This is an optimization exercise on Yosys and OpenROAD, whose aim is small area, a short achievable clock period and few clock cycles per item, not a production implementation. RTL that was checked went through simulation tests only; none was proved equivalent to the original.

clock: 6.5 ns
lec_check: 0
abc_area: 1
cap_margin: 20
core_margin: 2
core_utilization: 55
place_density: 0.7
setup_slack_margin: 2.5
slew_margin: 20
standard.sh (not shown) runs the stock make flow with config.mk's settings and CLKGATE_MAP_FILE= SYNTH_SCRIPT=/design/flow/synth_recipe.tcl, a recipe that flattens the netlist after the stock synthesis.
==> flow/flow/run.sh <==
#!/bin/bash
# Own flow: the standard layout (standard.sh, unchanged synthesis), with
# two changes:
#  - every input and output port still gets its own buffer, but a plain
#    sky130_fd_sc_hd__buf_1 rather than the delay cell buffer_ports picks by
#    itself;
#  - clock tree synthesis adds no dummy loads and drives the register
#    clusters with sky130_fd_sc_hd__clkbuf_4 (the tree above them is as
#    usual).
# standard.sh's output goes to standard.log; each ORFS step keeps its own log
# under orfs/logs/.
set -euo pipefail
bash standard.sh "BUFFER_PORTS_ARGS=-buffer_cell sky130_fd_sc_hd__buf_1" \
  "CTS_ARGS=-sink_clustering_enable -repair_clock_nets -dont_use_dummy_load -sink_clustering_buffer sky130_fd_sc_hd__clkbuf_4" \
  finish > standard.log 2>&1
The first run completed without violations.
Testbench counts at the start, summed over its fixed seeds: cycles 18,815, items 18,783.
Next try:
--- a/flow/design.v
+++ b/flow/design.v
@@ -2,10 +2,13 @@
     localparam int MAX_DIGITS = 16;
     localparam int IDX_W      = 4;
     localparam int CNT_W      = 5;
     localparam int VAL_W      = 64;
     localparam int LO_W       = 32;
+    localparam int Q_DEPTH    = 2;
+    localparam int Q_PTR_W    = 1;
+    localparam int Q_CNT_W    = 2;
     localparam logic [7:0] CH_MINUS = 8'h2D;
     localparam logic [7:0] CH_PLUS  = 8'h2B;
     localparam logic [7:0] CH_SPACE = 8'h20;
     localparam logic [7:0] CH_LF    = 8'h0A;
     localparam logic [7:0] CH_TAB   = 8'h09;
After rerunning: Sequential share of layout area stays the same; setup slack is unchanged; worst hold slack stays the same; global-route usage does not change; critical path depth is unchanged; fmax is unchanged; clock-buffer cell count does not change; wire length is unchanged; cell area does not change; cell count stays the same; core utilization is unchanged; via count stays the same.
Testbench counts after the change, summed over its fixed seeds: cycles 18,815, items 18,783.


== rev 12 ==
The RTL this note starts from:
==> flow/design.v <==
package rsti_pkg;
    localparam int MAX_DIGITS = 16;
    localparam int IDX_W      = 4;
    localparam int CNT_W      = 5;
    localparam int VAL_W      = 64;
    localparam int Q_DEPTH    = 2;
    localparam int Q_PTR_W    = 1;
    localparam int Q_CNT_W    = 2;
    localparam logic [7:0] CH_MINUS = 8'h2D;
    localparam logic [7:0] CH_PLUS  = 8'h2B;
    localparam logic [7:0] CH_SPACE = 8'h20;
    localparam logic [7:0] CH_LF    = 8'h0A;
    localparam logic [7:0] CH_TAB   = 8'h09;
    localparam logic [7:0] CH_CR    = 8'h0D;
    localparam logic [7:0] CH_VT    = 8'h0B;
    localparam logic [7:0] CH_FF    = 8'h0C;
    localparam logic [7:0] CH_NUL   = 8'h00;
    localparam logic [1:0] REG_RADIX       = 2'd0;
    localparam logic [1:0] REG_DIGIT_COUNT = 2'd1;
    localparam logic [1:0] REG_DIGITS_LOW  = 2'd2;
    localparam logic [1:0] REG_DIGITS_HIGH = 2'd3;
    localparam logic [4:0]  RST_RADIX       = 5'd10;
    localparam logic [4:0]  RST_DIGIT_COUNT = 5'd10;
    localparam logic [63:0] RST_DIGITS_LOW  = 64'h3736_3534_3332_3130;
    localparam logic [63:0] RST_DIGITS_HIGH = 64'h0000_0000_0000_3938;
    typedef enum logic [3:0] {
        PH_WS   = 4'b0001,
        PH_SIGN = 4'b0010,
        PH_DIG  = 4'b0100,
        PH_DONE = 4'b1000
    } t_phase;
    typedef struct packed {
        logic             first;
        logic             space;
        logic             minus;
        logic             plus;
        logic             hit;
        logic [3:0]       idx;
    } t_tok;
endpackage
module rsti_front (
    input  logic                        i_clk,
    input  logic                        i_rst_n,
    input  logic                        i_valid,
    output logic                        o_ready,
    input  logic [7:0]                  i_ch,
    input  logic                        i_first,
    input  logic [rsti_pkg::CNT_W-1:0]  i_digit_count,
    input  logic [2*rsti_pkg::VAL_W-1:0] i_alphabet,
    output logic                        o_qvalid,
    output rsti_pkg::t_tok              o_qtok,
    input  logic                        i_qpop
);
    rsti_pkg::t_tok                     w_tok;
    rsti_pkg::t_tok                     r_tok;
    logic                               r_tvalid;
    logic                               w_push;
    logic [7:0]                         w_entry;
    logic                               w_big;
    always_comb begin
        w_big       = i_digit_count[4];
        w_tok.first = i_first;
        w_tok.space = (i_ch == rsti_pkg::CH_SPACE) || (i_ch == rsti_pkg::CH_LF) ||
                      (i_ch == rsti_pkg::CH_TAB) || (i_ch == rsti_pkg::CH_CR) ||
                      (i_ch == rsti_pkg::CH_VT) || (i_ch == rsti_pkg::CH_FF);
        w_tok.minus = (i_ch == rsti_pkg::CH_MINUS);
        w_tok.plus  = (i_ch == rsti_pkg::CH_PLUS);
        w_tok.hit   = 1'b0;
        w_tok.idx   = '0;
        w_entry     = '0;
        for (int k = rsti_pkg::MAX_DIGITS - 1; k >= 0; k--) begin
            w_entry = i_alphabet[8*k +: 8];
            if ((w_big || (4'(k) < i_digit_count[3:0])) && (w_entry != rsti_pkg::CH_NUL) &&
                (w_entry == i_ch)) begin
                w_tok.hit = 1'b1;
                w_tok.idx = rsti_pkg::IDX_W'(k);
            end
        end
    end
    assign o_ready  = !r_tvalid || i_qpop;
    assign w_push   = i_valid && o_ready;
    assign o_qvalid = r_tvalid;
    assign o_qtok   = r_tok;
    always_ff @(posedge i_clk) begin
        if (w_push) begin
            r_tok <= w_tok;
        end
    end
    always_ff @(posedge i_clk) begin
        if (!i_rst_n) begin
            r_tvalid <= 1'b0;
        end else if (o_ready) begin
            r_tvalid <= i_valid;
        end
    end
endmodule
module rsti_back (
    input  logic                          i_clk,
    input  logic                          i_rst_n,
    input  logic                          i_qvalid,
    input  rsti_pkg::t_tok                i_qtok,
    output logic                          o_qpop,
    input  logic [4:0]                    i_radix,
    output logic                          o_valid,
    input  logic                          i_ready,
    output logic signed [rsti_pkg::VAL_W-1:0] o_value
);
    rsti_pkg::t_phase               r_phase;
    rsti_pkg::t_phase               n_phase;
    rsti_pkg::t_phase               w_ph;
    logic                           r_par;
    logic                           n_par;
    logic                           w_par;
    logic [rsti_pkg::VAL_W-1:0]     r_acc;
    logic [rsti_pkg::VAL_W-1:0]     w_acc;
    logic [rsti_pkg::VAL_W-1:0]     w_mac;
    logic [rsti_pkg::VAL_W-1:0]     w_add;
    logic                           r_oval;
    logic                           w_pop;
    logic                           w_pre;
    logic                           w_emit;
    logic                           w_dig;
    assign w_pop   = i_qvalid && (!r_oval || i_ready);
    assign o_qpop  = w_pop;
    assign o_valid = r_oval;
    assign o_value = r_acc;
    always_comb begin
        w_ph   = i_qtok.first ? rsti_pkg::PH_WS : r_phase;
        w_par  = i_qtok.first ? 1'b0 : r_par;
        w_pre  = (w_ph == rsti_pkg::PH_WS) || (w_ph == rsti_pkg::PH_SIGN);
        w_emit = 1'b0;
        w_dig  = 1'b0;
        n_phase = w_ph;
        n_par   = w_par;
        if (w_ph == rsti_pkg::PH_DONE) begin
            n_phase = rsti_pkg::PH_DONE;
        end else if ((w_ph == rsti_pkg::PH_WS) && i_qtok.space) begin
            n_phase = rsti_pkg::PH_WS;
        end else if (w_pre && i_qtok.minus) begin
            n_phase = rsti_pkg::PH_SIGN;
            n_par   = ~w_par;
        end else if (w_pre && i_qtok.plus) begin
            n_phase = rsti_pkg::PH_SIGN;
        end else if (i_qtok.hit) begin
            w_dig   = 1'b1;
            n_phase = rsti_pkg::PH_DIG;
        end else begin
            w_emit  = 1'b1;
            n_phase = rsti_pkg::PH_DONE;
        end
    end
    always_comb begin
        w_acc = i_qtok.first ? '0 : r_acc;
        w_add = w_par ? ~{{(rsti_pkg::VAL_W-rsti_pkg::IDX_W){1'b0}}, i_qtok.idx}
                      :  {{(rsti_pkg::VAL_W-rsti_pkg::IDX_W){1'b0}}, i_qtok.idx};
        w_mac = rsti_pkg::VAL_W'(w_acc * {{(rsti_pkg::VAL_W-5){1'b0}}, i_radix})
              + w_add + {{(rsti_pkg::VAL_W-1){1'b0}}, w_par};
    end
    always_ff @(posedge i_clk) begin
        if (w_pop) begin
            r_acc <= w_dig ? w_mac : w_acc;
        end
    end
    always_ff @(posedge i_clk) begin
        if (!i_rst_n) begin
            r_phase <= rsti_pkg::PH_DONE;
            r_par   <= 1'b0;
            r_oval  <= 1'b0;
        end else begin
            if (w_pop && w_emit) begin
                r_oval <= 1'b1;
            end else if (i_ready) begin
                r_oval <= 1'b0;
            end
            if (w_pop) begin
                r_phase <= n_phase;
                r_par   <= n_par;
            end
        end
    end
endmodule
module radix_string_to_integer_unit (
    input  logic                              i_clk,
    input  logic                              i_rst_n,
    input  logic                              i_valid,
    output logic                              o_ready,
    input  logic [7:0]                        i_ch,
    input  logic                              i_first,
    output logic                              o_valid,
    input  logic                              i_ready,
    output logic signed [rsti_pkg::VAL_W-1:0] o_value,
    input  logic                              i_cfg_we,
    input  logic [1:0]                        i_cfg_idx,
    input  logic [rsti_pkg::VAL_W-1:0]        i_cfg_data
);
    logic [4:0]                  r_radix;
    logic [rsti_pkg::CNT_W-1:0]  r_digit_count;
    logic [rsti_pkg::VAL_W-1:0]  r_digits_low;
    logic [rsti_pkg::VAL_W-1:0]  r_digits_high;
    logic                        w_qvalid;
    rsti_pkg::t_tok              w_qtok;
    logic                        w_qpop;
    always_ff @(posedge i_clk) begin
        if (!i_rst_n) begin
            r_radix       <= rsti_pkg::RST_RADIX;
            r_digit_count <= rsti_pkg::RST_DIGIT_COUNT;
            r_digits_low  <= rsti_pkg::RST_DIGITS_LOW;
            r_digits_high <= rsti_pkg::RST_DIGITS_HIGH;
        end else if (i_cfg_we) begin
            case (i_cfg_idx)
                rsti_pkg::REG_RADIX:       r_radix       <= i_cfg_data[4:0];
                rsti_pkg::REG_DIGIT_COUNT: r_digit_count <= i_cfg_data[4:0];
                rsti_pkg::REG_DIGITS_LOW:  r_digits_low  <= i_cfg_data;
                rsti_pkg::REG_DIGITS_HIGH: r_digits_high <= i_cfg_data;
                default: begin
                end
            endcase
        end
    end
    rsti_front u_front (
        .i_clk         (i_clk),
        .i_rst_n       (i_rst_n),
        .i_valid       (i_valid),
        .o_ready       (o_ready),
        .i_ch          (i_ch),
        .i_first       (i_first),
        .i_digit_count (r_digit_count),
        .i_alphabet    ({r_digits_high, r_digits_low}),
        .o_qvalid      (w_qvalid),
        .o_qtok        (w_qtok),
        .i_qpop        (w_qpop)
    );
    rsti_back u_back (
        .i_clk    (i_clk),
        .i_rst_n  (i_rst_n),
        .i_qvalid (w_qvalid),
        .i_qtok   (w_qtok),
        .o_qpop   (w_qpop),
        .i_radix  (r_radix),
        .o_valid  (o_valid),
        .i_ready  (i_ready),
        .o_value  (o_value)
    );
endmodule
clock: 6.5 ns
lec_check: 0
cap_margin: 20
core_margin: 2
core_utilization: 40
place_density: 0.6
slew_margin: 20
run.sh (not shown) runs the stock make flow with config.mk's settings and CLKGATE_MAP_FILE= SYNTH_SCRIPT=/design/flow/synth_recipe.tcl, a recipe that flattens the netlist after the stock synthesis.
Stock flow here: none of the scripts above is used.
Inputs modified between rev 12 and rev 13:
diff --git a/flow/design.v b/flow/design.v
--- a/flow/design.v
+++ b/flow/design.v
@@ -3,6 +3,7 @@
     localparam int IDX_W      = 4;
     localparam int CNT_W      = 5;
     localparam int VAL_W      = 64;
+    localparam int LO_W       = 30;
     localparam int Q_DEPTH    = 2;
     localparam int Q_PTR_W    = 1;
     localparam int Q_CNT_W    = 2;
@@ -105,25 +106,32 @@
     input  logic                          i_ready,
     output logic signed [rsti_pkg::VAL_W-1:0] o_value
 );
+    localparam int LO_W = rsti_pkg::LO_W;
+    localparam int HI_W = rsti_pkg::VAL_W - LO_W;
     rsti_pkg::t_phase               r_phase;
     rsti_pkg::t_phase               n_phase;
     rsti_pkg::t_phase               w_ph;
     logic                           r_par;
     logic                           n_par;
     logic                           w_par;
-    logic [rsti_pkg::VAL_W-1:0]     r_acc;
-    logic [rsti_pkg::VAL_W-1:0]     w_acc;
-    logic [rsti_pkg::VAL_W-1:0]     w_mac;
-    logic [rsti_pkg::VAL_W-1:0]     w_add;
+    logic [LO_W-1:0]                r_lo;
+    logic [HI_W-1:0]                r_hi;
+    logic [LO_W+5:0]                w_lo_mac;
+    logic [HI_W-1:0]                w_hi_mac;
+    logic [LO_W+5:0]                w_dd;
+    logic [5:0]                     r_carry;
+    logic                           r_hdig;
     logic                           r_oval;
+    logic                           w_run;
     logic                           w_pop;
     logic                           w_pre;
     logic                           w_emit;
     logic                           w_dig;
-    assign w_pop   = i_qvalid && (!r_oval || i_ready);
+    assign w_run   = !r_oval || i_ready;
+    assign w_pop   = i_qvalid && w_run;
     assign o_qpop  = w_pop;
     assign o_valid = r_oval;
-    assign o_value = r_acc;
+    assign o_value = {r_hi, r_lo};
     always_comb begin
         w_ph   = i_qtok.first ? rsti_pkg::PH_WS : r_phase;
         w_par  = i_qtok.first ? 1'b0 : r_par;
@@ -150,15 +158,26 @@
         end
     end
     always_comb begin
-        w_acc = i_qtok.first ? '0 : r_acc;
-        w_add = w_par ? ~{{(rsti_pkg::VAL_W-rsti_pkg::IDX_W){1'b0}}, i_qtok.idx}
-                      :  {{(rsti_pkg::VAL_W-rsti_pkg::IDX_W){1'b0}}, i_qtok.idx};
-        w_mac = rsti_pkg::VAL_W'(w_acc * {{(rsti_pkg::VAL_W-5){1'b0}}, i_radix})
-              + w_add + {{(rsti_pkg::VAL_W-1){1'b0}}, w_par};
+        w_dd     = w_par ? (LO_W+6)'(0) - (LO_W+6)'(i_qtok.idx) : (LO_W+6)'(i_qtok.idx);
+        w_lo_mac = (LO_W+6)'(r_lo * i_radix) + w_dd;
+        w_hi_mac = HI_W'(r_hi * i_radix) + {{(HI_W-6){r_carry[5]}}, r_carry};
     end
     always_ff @(posedge i_clk) begin
         if (w_pop) begin
-            r_acc <= w_dig ? w_mac : w_acc;
+            if (i_qtok.first) begin
+                r_lo    <= w_dig ? w_dd[LO_W-1:0] : '0;
+                r_carry <= {6{w_dd[LO_W+5]}};
+            end else begin
+                if (w_dig) begin
+                    r_lo <= w_lo_mac[LO_W-1:0];
+                end
+                r_carry <= w_lo_mac[LO_W+5:LO_W];
+            end
+        end
+        if (w_pop && i_qtok.first) begin
+            r_hi <= '0;
+        end else if (w_run && r_hdig) begin
+            r_hi <= w_hi_mac;
         end
     end
     always_ff @(posedge i_clk) begin
@@ -166,6 +185,7 @@
             r_phase <= rsti_pkg::PH_DONE;
             r_par   <= 1'b0;
             r_oval  <= 1'b0;
+            r_hdig  <= 1'b0;
         end else begin
             if (w_pop && w_emit) begin
                 r_oval <= 1'b1;
@@ -175,6 +195,9 @@
             if (w_pop) begin
                 r_phase <= n_phase;
                 r_par   <= n_par;
+            end
+            if (w_run) begin
+                r_hdig <= w_pop && w_dig;
             end
         end
     end
## What came out
- Min TritonCTS sink count across rev 13 and rev 12: rev 12
- [compare] base=rev 12 new=rev 13: total of cells resized after clock tree synthesis shows an increase of 6; setup slack of the critical path after layout shows a reduction of 0.23 ns; synthesized area shows an increase of 330 um^2.
- Between rev 13 and rev 12, the data required time of the critical path figures differ only marginally.
- Cmp rev 13 vs rev 12: highest clock rate lower in rev 13
- Diff rev 12 -> rev 13: via count now sits higher, number of stages on the worst setup path went up by about 20%, design area shows an increase of about 3.5%, post-synthesis share of cell area spent on full adders, half adders and majority gates went down 0.62 points.
- Rev 13 against rev 12: met1 routing resource usage after global routing went down by 0.86 points, placeable core area went up by 0.59%.
- Looking at critical-path cell with the highest stage delay, the sky130_fd_sc_hd__edfxtp_1 result is from rev 12; the sky130_fd_sc_hd__fa_1 one comes from rev 13.
No functional check of the RTL was part of any run of this note.

==> static timing again, ports no longer ideal <==
The results above use ideal ports. As a check the final layouts listed here were re-extracted and re-timed, cells and wires unchanged. Step 1 (the two cells are an assumption about what drives the block):
set clk [get_ports {i_clk}]
set_driving_cell -lib_cell sky130_fd_sc_hd__clkbuf_16 $clk
set_driving_cell -lib_cell sky130_fd_sc_hd__buf_2 [delete_from_list [all_inputs] $clk]
Step 2 times the ports against the registers' clock, not the clock port: input delays grow and output delays shrink by t, the midpoint of the rising clock arrivals with the driver on. Slacks: ideal / step 1 / step 2; pairs: ideal / step 1.
run	shift t [ns]	setup slack, ns	slew at the worst register clock pin (ns)	worst data-port slew with drivers (ns)	pins driven straight from the clock port
the first run of note 1	0.573	2.642 / 2.642 / 2.259	0.07 / 0.07	0.07	1
the second run of note 1	0.573	2.642 / 2.642 / 2.259	0.07 / 0.07	0.07	1
rev 12	0.627	0.435 / 0.435 / 0.435	0.07 / 0.07	0.06	1
rev 13	0.629	0.204 / 0.204 / 0.204	0.06 / 0.06	0.08	1
After both steps setup and hold are still met in every run listed.
